Background: an optimization exercise with open tools, aiming at small area, a short achievable clock period and few clock cycles per item. Do not read the settings as production practice. Where RTL was checked, it was by simulation tests only, not by an equivalence proof against the original.

==> inputs of job 3697 <==
==> flow/design.v (excerpt) <==
module lru_page_reference_tracker_unit #(
  parameter  int KEY_SPACE  = lru_pkg::KEY_SPACE_DEF,
  parameter  int MAX_FRAMES = lru_pkg::MAX_FRAMES_DEF,
  localparam int KW         = $clog2(KEY_SPACE),
  localparam int CW         = $clog2(MAX_FRAMES + 1)
) (
  input  wire logic                      clk,
  input  wire logic                      rst_n,
  input  wire logic                      in_valid,
  output logic                           in_ready,
  input  wire logic [KW-1:0]             in_page_key,
  output logic                           out_valid,
  input  wire logic                      out_ready,
  output logic                           out_hit,
  output logic                           out_evicted,
  output logic [KW-1:0]                  out_evicted_key,
  output logic [CW-1:0]                  out_occupancy,
  input  wire logic                      cfg_valid,
  output logic                           cfg_ready,
  input  wire logic [lru_pkg::CFG_W-1:0] cfg_frames_in_use
);
==> module lru_ctrl, before the edit <==
module lru_ctrl #(
  parameter  int KEY_SPACE  = lru_pkg::KEY_SPACE_DEF,
  parameter  int MAX_FRAMES = lru_pkg::MAX_FRAMES_DEF,
  localparam int KW         = $clog2(KEY_SPACE),
  localparam int CW         = $clog2(MAX_FRAMES + 1)
) (
  input  wire logic                      clk,
  input  wire logic                      rst_n,
  input  wire logic                      step,
  input  wire logic [KW-1:0]             key,
  input  wire logic [CW-1:0]             lim,
  output logic                           res_hit,
  output logic                           res_evicted,
  output logic [KW-1:0]                  res_evicted_key,
  output logic [CW-1:0]                  occupancy
);
  logic [KW-1:0]         list_r [MAX_FRAMES];
  logic [CW-1:0]         count_r;
  logic [MAX_FRAMES-1:0] vld;
  logic [MAX_FRAMES-1:0] match;
  logic [MAX_FRAMES-1:0] shift;
  logic                  hit;
  logic                  full;
  logic [KW-1:0]         tail_key;
  always_comb begin
    for (int i = 0; i < MAX_FRAMES; i++) begin
      vld[i]   = (count_r > CW'(i));
      match[i] = vld[i] && (list_r[i] == key);
    end
  end
  always_comb begin
    shift[0] = 1'b1;
    for (int i = 1; i < MAX_FRAMES; i++) begin
      shift[i] = shift[i-1] & ~match[i-1];
    end
  end
  assign hit  = |match;
  assign full = (count_r >= lim);
  always_comb begin
    tail_key = '0;
    for (int i = 0; i < MAX_FRAMES; i++) begin
      if (count_r == CW'(i + 1)) tail_key = list_r[i];
    end
  end
  always_ff @(posedge clk) begin
    if (step) begin
      list_r[0] <= key;
      for (int i = 1; i < MAX_FRAMES; i++) begin
        if (shift[i]) list_r[i] <= list_r[i-1];
      end
      res_hit         <= hit;
      res_evicted     <= ~hit & full;
      res_evicted_key <= (~hit & full) ? tail_key : '0;
    end
  end
  always_ff @(posedge clk) begin
    if (!rst_n) begin
      count_r <= '0;
    end else if (step && !hit && !full) begin
      count_r <= CW'(count_r + 1'b1);
    end
  end
  assign occupancy = count_r;
endmodule
==> module lru_page_reference_tracker_unit, before the edit <==
module lru_page_reference_tracker_unit #(
  parameter  int KEY_SPACE  = lru_pkg::KEY_SPACE_DEF,
  parameter  int MAX_FRAMES = lru_pkg::MAX_FRAMES_DEF,
  localparam int KW         = $clog2(KEY_SPACE),
  localparam int CW         = $clog2(MAX_FRAMES + 1)
) (
  input  wire logic                      clk,
  input  wire logic                      rst_n,
  input  wire logic                      in_valid,
  output logic                           in_ready,
  input  wire logic [KW-1:0]             in_page_key,
  output logic                           out_valid,
  input  wire logic                      out_ready,
  output logic                           out_hit,
  output logic                           out_evicted,
  output logic [KW-1:0]                  out_evicted_key,
  output logic [CW-1:0]                  out_occupancy,
  input  wire logic                      cfg_valid,
  output logic                           cfg_ready,
  input  wire logic [lru_pkg::CFG_W-1:0] cfg_frames_in_use
);
  logic [CW-1:0] lim_r;
  logic [CW-1:0] lim_wr;
  logic          out_valid_r;
  logic          accept;
  logic          step;
  logic          q0_v, q1_v;
  logic [KW-1:0] q0_key, q1_key;
  always_comb begin
    if (cfg_frames_in_use == '0) begin
      lim_wr = CW'(1);
    end else if (cfg_frames_in_use > lru_pkg::CFG_W'(MAX_FRAMES)) begin
      lim_wr = CW'(MAX_FRAMES);
    end else begin
      lim_wr = CW'(cfg_frames_in_use);
    end
  end
  assign cfg_ready = 1'b1;
  always_ff @(posedge clk) begin
    if (!rst_n) begin
      lim_r <= CW'(lru_pkg::CFG_RESET);
    end else if (cfg_valid) begin
      lim_r <= lim_wr;
    end
  end
  assign in_ready = !q1_v;
  assign accept   = in_valid && !q1_v;
  assign step     = q0_v && (!out_valid_r || out_ready);
  always_ff @(posedge clk) begin
    if (!rst_n) begin
      q0_v <= 1'b0;
      q1_v <= 1'b0;
    end else begin
      if (!q0_v || step) begin
        q0_v <= q1_v || accept;
      end
      q1_v <= q0_v && !step && (q1_v || accept);
    end
  end
  always_ff @(posedge clk) begin
    if (!q0_v || step) begin
      q0_key <= q1_v ? q1_key : in_page_key;
    end
    if (!q1_v) begin
      q1_key <= in_page_key;
    end
  end
  lru_ctrl #(
    .KEY_SPACE  (KEY_SPACE),
    .MAX_FRAMES (MAX_FRAMES)
  ) u_ctrl (
    .clk             (clk),
    .rst_n           (rst_n),
    .step            (step),
    .key             (q0_key),
    .lim             (lim_r),
    .res_hit         (out_hit),
    .res_evicted     (out_evicted),
    .res_evicted_key (out_evicted_key),
    .occupancy       (out_occupancy)
  );
  always_ff @(posedge clk) begin
    if (!rst_n) begin
      out_valid_r <= 1'b0;
    end else if (step) begin
      out_valid_r <= 1'b1;
    end else if (out_ready) begin
      out_valid_r <= 1'b0;
    end
  end
  assign out_valid = out_valid_r;
endmodule
make LEC_CHECK=0 ABC_CLOCK_PERIOD_IN_PS=2000 CAP_MARGIN=20 CORE_MARGIN=2 CORE_UTILIZATION=65 CTS_CLUSTER_DIAMETER=300 CTS_CLUSTER_SIZE=100 PLACE_DENSITY=0.75 SETUP_SLACK_MARGIN=3.5 SLEW_MARGIN=20 finish   # period 5.5 ns
run.sh (not shown) runs the stock make flow with config.mk's settings and CLKGATE_MAP_FILE= SYNTH_SCRIPT=/design/flow/synth_recipe.tcl, a recipe that flattens the netlist after the stock synthesis.
==> inputs of job 7511, as changes to job 3697 <==
--- a/flow/design.v
+++ b/flow/design.v
@@ -17,9 +17,9 @@
 ) (
   input  wire logic                      clk,
   input  wire logic                      rst_n,
-  input  wire logic                      step,
-  input  wire logic [KW-1:0]             key,
-  input  wire logic [CW-1:0]             lim,
+  input  wire logic                      accept,
+  input  wire logic [KW-1:0]             in_key,
+  input  wire logic [$clog2(MAX_FRAMES)-1:0] limm1,
   output logic                           res_hit,
   output logic                           res_evicted,
   output logic [KW-1:0]                  res_evicted_key,
@@ -33,10 +33,11 @@
   logic                  hit;
   logic                  full;
   logic [KW-1:0]         tail_key;
+  logic [KW-1:0]         tail_r;
   always_comb begin
     for (int i = 0; i < MAX_FRAMES; i++) begin
       vld[i]   = (count_r > CW'(i));
-      match[i] = vld[i] && (list_r[i] == key);
+      match[i] = vld[i] && (list_r[i] == in_key);
     end
   end
   always_comb begin
@@ -46,32 +47,33 @@
     end
   end
   assign hit  = |match;
-  assign full = (count_r >= lim);
+  assign full = (count_r > CW'(limm1));
   always_comb begin
     tail_key = '0;
     for (int i = 0; i < MAX_FRAMES; i++) begin
-      if (count_r == CW'(i + 1)) tail_key = list_r[i];
+      tail_key = tail_key | ({KW{count_r == CW'(i + 1)}} & list_r[i]);
     end
   end
   always_ff @(posedge clk) begin
-    if (step) begin
-      list_r[0] <= key;
+    if (accept) begin
+      list_r[0] <= in_key;
       for (int i = 1; i < MAX_FRAMES; i++) begin
         if (shift[i]) list_r[i] <= list_r[i-1];
       end
       res_hit         <= hit;
       res_evicted     <= ~hit & full;
-      res_evicted_key <= (~hit & full) ? tail_key : '0;
+      tail_r          <= tail_key;
     end
   end
   always_ff @(posedge clk) begin
     if (!rst_n) begin
       count_r <= '0;
-    end else if (step && !hit && !full) begin
+    end else if (accept && !hit && !full) begin
       count_r <= CW'(count_r + 1'b1);
     end
   end
-  assign occupancy = count_r;
+  assign res_evicted_key = {KW{res_evicted}} & tail_r;
+  assign occupancy       = count_r;
 endmodule
 `default_nettype wire
 `default_nettype none
@@ -96,61 +98,39 @@
   output logic                           cfg_ready,
   input  wire logic [lru_pkg::CFG_W-1:0] cfg_frames_in_use
 );
-  logic [CW-1:0] lim_r;
-  logic [CW-1:0] lim_wr;
+  localparam int LW = $clog2(MAX_FRAMES);
+  logic [LW-1:0] limm1_r;
+  logic [LW-1:0] limm1_wr;
   logic          out_valid_r;
   logic          accept;
-  logic          step;
-  logic          q0_v, q1_v;
-  logic [KW-1:0] q0_key, q1_key;
   always_comb begin
     if (cfg_frames_in_use == '0) begin
-      lim_wr = CW'(1);
+      limm1_wr = '0;
     end else if (cfg_frames_in_use > lru_pkg::CFG_W'(MAX_FRAMES)) begin
-      lim_wr = CW'(MAX_FRAMES);
+      limm1_wr = LW'(MAX_FRAMES - 1);
     end else begin
-      lim_wr = CW'(cfg_frames_in_use);
+      limm1_wr = LW'(cfg_frames_in_use - 1'b1);
     end
   end
   assign cfg_ready = 1'b1;
   always_ff @(posedge clk) begin
     if (!rst_n) begin
-      lim_r <= CW'(lru_pkg::CFG_RESET);
+      limm1_r <= LW'(lru_pkg::CFG_RESET - 1'b1);
     end else if (cfg_valid) begin
-      lim_r <= lim_wr;
+      limm1_r <= limm1_wr;
     end
   end
-  assign in_ready = !q1_v;
-  assign accept   = in_valid && !q1_v;
-  assign step     = q0_v && (!out_valid_r || out_ready);
-  always_ff @(posedge clk) begin
-    if (!rst_n) begin
-      q0_v <= 1'b0;
-      q1_v <= 1'b0;
-    end else begin
-      if (!q0_v || step) begin
-        q0_v <= q1_v || accept;
-      end
-      q1_v <= q0_v && !step && (q1_v || accept);
-    end
-  end
-  always_ff @(posedge clk) begin
-    if (!q0_v || step) begin
-      q0_key <= q1_v ? q1_key : in_page_key;
-    end
-    if (!q1_v) begin
-      q1_key <= in_page_key;
-    end
-  end
+  assign in_ready = !out_valid_r || out_ready;
+  assign accept   = in_valid && in_ready;
   lru_ctrl #(
     .KEY_SPACE  (KEY_SPACE),
     .MAX_FRAMES (MAX_FRAMES)
   ) u_ctrl (
     .clk             (clk),
     .rst_n           (rst_n),
-    .step            (step),
-    .key             (q0_key),
-    .lim             (lim_r),
+    .accept          (accept),
+    .in_key          (in_page_key),
+    .limm1           (limm1_r),
     .res_hit         (out_hit),
     .res_evicted     (out_evicted),
     .res_evicted_key (out_evicted_key),
@@ -159,7 +139,7 @@
   always_ff @(posedge clk) begin
     if (!rst_n) begin
       out_valid_r <= 1'b0;
-    end else if (step) begin
+    end else if (accept) begin
       out_valid_r <= 1'b1;
     end else if (out_ready) begin
       out_valid_r <= 1'b0;
==> flow/flow/run.sh (new file) <==
#!/bin/bash
# The standard layout (the standard.sh) with two changes to buffering:
# the port buffers ORFS inserts before global placement use a small plain
# buffer cell, and clock tree synthesis builds its tree from clkbuf_8 cells under
# a clkbuf_8 root, in clusters of up to 22 sinks and without dummy loads.
set -euo pipefail
export BUFFER_PORTS_ARGS="-buffer_cell sky130_fd_sc_hd__buf_1"
export CTS_ARGS="-sink_clustering_enable -repair_clock_nets -dont_use_dummy_load -sink_clustering_size 22 -sink_clustering_max_diameter 80 -buf_list sky130_fd_sc_hd__clkbuf_8 -root_buf sky130_fd_sc_hd__clkbuf_8"
bash standard.sh > standard_flow.log 2>&1
==> flow/standard.sh (new file) <==
#!/bin/bash
# synth_recipe.tcl (not shown) runs the flow's synth.tcl, then flattens the netlist and writes it again
# the make line also repeats each setting of config.mk as NAME=value (left out here)
make -C /OpenROAD-flow-scripts/flow DESIGN_CONFIG=/design/flow/config.mk WORK_HOME=/design/flow/orfs CLKGATE_MAP_FILE= SYNTH_SCRIPT=/design/flow/synth_recipe.tcl "${@:-finish}"
- ABC_CLOCK_PERIOD_IN_PS: 2000 -> not set
- CORE_UTILIZATION: 65 -> 40
- CTS_CLUSTER_DIAMETER: 300 -> not set
- CTS_CLUSTER_SIZE: 100 -> not set
- PLACE_DENSITY: 0.75 -> 0.6
- SETUP_SLACK_MARGIN: 3.5 -> 3
- TNS_END_PERCENT: not set -> 0
removed: flow/run.sh
==> inputs of job 6954, as changes to job 3697 <==
--- a/flow/design.v
+++ b/flow/design.v
@@ -19,7 +19,7 @@
   input  wire logic                      rst_n,
   input  wire logic                      step,
   input  wire logic [KW-1:0]             key,
-  input  wire logic [CW-1:0]             lim,
+  input  wire logic [$clog2(MAX_FRAMES)-1:0] limm1,
   output logic                           res_hit,
   output logic                           res_evicted,
   output logic [KW-1:0]                  res_evicted_key,
@@ -46,11 +46,11 @@
     end
   end
   assign hit  = |match;
-  assign full = (count_r >= lim);
+  assign full = (count_r > CW'(limm1));
   always_comb begin
     tail_key = '0;
     for (int i = 0; i < MAX_FRAMES; i++) begin
-      if (count_r == CW'(i + 1)) tail_key = list_r[i];
+      tail_key = tail_key | ({KW{count_r == CW'(i + 1)}} & list_r[i]);
     end
   end
   always_ff @(posedge clk) begin
@@ -61,7 +61,7 @@
       end
       res_hit         <= hit;
       res_evicted     <= ~hit & full;
-      res_evicted_key <= (~hit & full) ? tail_key : '0;
+      res_evicted_key <= {KW{~hit & full}} & tail_key;
     end
   end
   always_ff @(posedge clk) begin
@@ -96,8 +96,9 @@
   output logic                           cfg_ready,
   input  wire logic [lru_pkg::CFG_W-1:0] cfg_frames_in_use
 );
-  logic [CW-1:0] lim_r;
-  logic [CW-1:0] lim_wr;
+  localparam int LW = $clog2(MAX_FRAMES);
+  logic [LW-1:0] limm1_r;
+  logic [LW-1:0] limm1_wr;
   logic          out_valid_r;
   logic          accept;
   logic          step;
@@ -105,19 +106,19 @@
   logic [KW-1:0] q0_key, q1_key;
   always_comb begin
     if (cfg_frames_in_use == '0) begin
-      lim_wr = CW'(1);
+      limm1_wr = '0;
     end else if (cfg_frames_in_use > lru_pkg::CFG_W'(MAX_FRAMES)) begin
-      lim_wr = CW'(MAX_FRAMES);
+      limm1_wr = LW'(MAX_FRAMES - 1);
     end else begin
-      lim_wr = CW'(cfg_frames_in_use);
+      limm1_wr = LW'(cfg_frames_in_use - 1'b1);
     end
   end
   assign cfg_ready = 1'b1;
   always_ff @(posedge clk) begin
     if (!rst_n) begin
-      lim_r <= CW'(lru_pkg::CFG_RESET);
+      limm1_r <= LW'(lru_pkg::CFG_RESET - 1'b1);
     end else if (cfg_valid) begin
-      lim_r <= lim_wr;
+      limm1_r <= limm1_wr;
     end
   end
   assign in_ready = !q1_v;
@@ -150,7 +151,7 @@
     .rst_n           (rst_n),
     .step            (step),
     .key             (q0_key),
-    .lim             (lim_r),
+    .limm1           (limm1_r),
     .res_hit         (out_hit),
     .res_evicted     (out_evicted),
     .res_evicted_key (out_evicted_key),
==> flow/flow/run.sh (new file) <==
#!/bin/bash
# The standard layout (the standard.sh) with two changes to buffering:
# the port buffers ORFS inserts before global placement use a small plain
# buffer cell, and clock tree synthesis builds its tree from clkbuf_8 cells under
# a clkbuf_8 root, in clusters of up to 22 sinks and without dummy loads.
set -euo pipefail
export BUFFER_PORTS_ARGS="-buffer_cell sky130_fd_sc_hd__buf_1"
export CTS_ARGS="-sink_clustering_enable -repair_clock_nets -dont_use_dummy_load -sink_clustering_size 22 -sink_clustering_max_diameter 80 -buf_list sky130_fd_sc_hd__clkbuf_8 -root_buf sky130_fd_sc_hd__clkbuf_8"
bash standard.sh > standard_flow.log 2>&1
==> flow/standard.sh (new file) <==
#!/bin/bash
# synth_recipe.tcl (not shown) runs the flow's synth.tcl, then flattens the netlist and writes it again
# the make line also repeats each setting of config.mk as NAME=value (left out here)
make -C /OpenROAD-flow-scripts/flow DESIGN_CONFIG=/design/flow/config.mk WORK_HOME=/design/flow/orfs CLKGATE_MAP_FILE= SYNTH_SCRIPT=/design/flow/synth_recipe.tcl "${@:-finish}"
- ABC_CLOCK_PERIOD_IN_PS: 2000 -> not set
- CORE_UTILIZATION: 65 -> 40
- CTS_CLUSTER_DIAMETER: 300 -> not set
- CTS_CLUSTER_SIZE: 100 -> not set
- PLACE_DENSITY: 0.75 -> 0.6
- SETUP_SLACK_MARGIN: 3.5 -> 3.4
- TNS_END_PERCENT: not set -> 0
removed: flow/run.sh
==> flow_summary.ini <==
[synthesis]
synthTopCellsByArea = edfxtp_1 47%, dfxtp_1 8.6%, xnor2_1 5.5%, xor2_1 4.7%, nand2_1 2.9%

[setup_path]
reg2reg_from = q0_key[4]$_DFFE_PP_
crit_start = q0_key[4]$_DFFE_PP_
cp-endpoint = u_ctrl.list_r[6][0]$_DFFE_PP_
worstRegToRegCells = 9
required_ns = 5.62
cp.buffers_inverters = 3

[floorplan]
die_w_microns = 81.9

[detailed_routing]
wl_met3_microns = 1210
drt-initial-drc-count = 432
drt_wl_total_microns = 12400

[status]
run_status = finished clean

[placed_design]
dp_cells = 413

[clock_tree]
cts.sinks = 79

[power]
swShare_pct = 28.5

[cells_and_area]
layout.nonclk_buf_share_pct = 13.9
finish.instance_area_sq_um = 5150

[timing]
fin_crit_ns = 2.33
the above is filed under job 3697

==> flow_summary.ini <==
[detailed_routing]
drt-initial-drc-count = 292
wl_met3_microns = 678
drt_wl_total_microns = 8000

[placed_design]
dp_cells = 397

[cells_and_area]
layout.nonclk_buf_share_pct = 4.74
finish.instance_area_sq_um = 3800

[synthesis]
synthTopCellsByArea = edfxtp_1 51%, xor2_1 7.4%, xnor2_1 5.5%, dfxtp_1 4.8%, ha_1 3.4%

[setup_path]
reg2reg_from = u_ctrl.count_r[0]$_SDFFE_PN0P_
required_ns = 5.68
crit_start = in_page_key[2]
worstRegToRegCells = 8

[timing]
hold_violations = 0
fin_crit_ns = 2.52

[floorplan]
die_w_microns = 95.1

[status]
run_status = finished clean

[clock_tree]
cts.sinks = 64

[power]
swShare_pct = 26.4
the above is filed under job 7511

==> flow_summary.ini <==
[setup_path]
cp-endpoint = u_ctrl.res_evicted_key[1]$_DFFE_PP_
reg2reg_from = q0_key[4]$_DFFE_PP_
required_ns = 5.59
cp.buffers_inverters = 1
crit_start = q0_key[4]$_DFFE_PP_
worstRegToRegCells = 7

[synthesis]
synthTopCellsByArea = edfxtp_1 49%, dfxtp_1 8.4%, xnor2_1 6.6%, xor2_1 4.3%, mux2_2 2.9%

[cells_and_area]
layout.nonclk_buf_share_pct = 7.52
finish.instance_area_sq_um = 4480

[power]
swShare_pct = 24.3

[global_route]
track_usage_pct = 17.5

[detailed_routing]
wl_met3_microns = 593
drt_wl_total_microns = 8610
drt-initial-drc-count = 230

[status]
run_status = finished clean

[floorplan]
die_w_microns = 102
the above is filed under job 6954

Testbench counts of job 7511, summed over its fixed seeds: cycles 16,512, items 16,384.
Testbench counts of job 6954, summed over its fixed seeds: cycles 16,576, items 16,384.
No functional check of the RTL was part of job 3697.

## static timing again, ports no longer ideal
The results above use ideal ports. As a check the final layouts listed here were re-extracted and re-timed, cells and wires unchanged. Step 1 assumes that a clkbuf_16 drives the clock port and a buf_2 every other input. Step 2 moves the port delays by t, midway between the first and last clock arrival at a register: inputs arrive t later, outputs are due t later. That takes back most of the time a late clock gives input paths. a / b / c = ideal / step 1 / step 2; a / b = the first two.
| run | shift t [ns] | setup WS [ns] | worst register clock-pin slew, ns |
|---|---|---|---|
| job 3697 | 0.396 | 3.166 / 3.166 / 2.934 | 0.10 / 0.10 |
| job 7511 | 0.367 | 2.978 / 2.956 / 2.618 | 0.07 / 0.07 |
| job 6954 | 0.382 | 3.372 / 3.372 / 3.114 | 0.09 / 0.09 |
After both steps every run listed still meets setup and hold. The setup slack of job 7511, which loses most, moves by -0.022 ns with the drivers and by -0.360 ns with both steps.
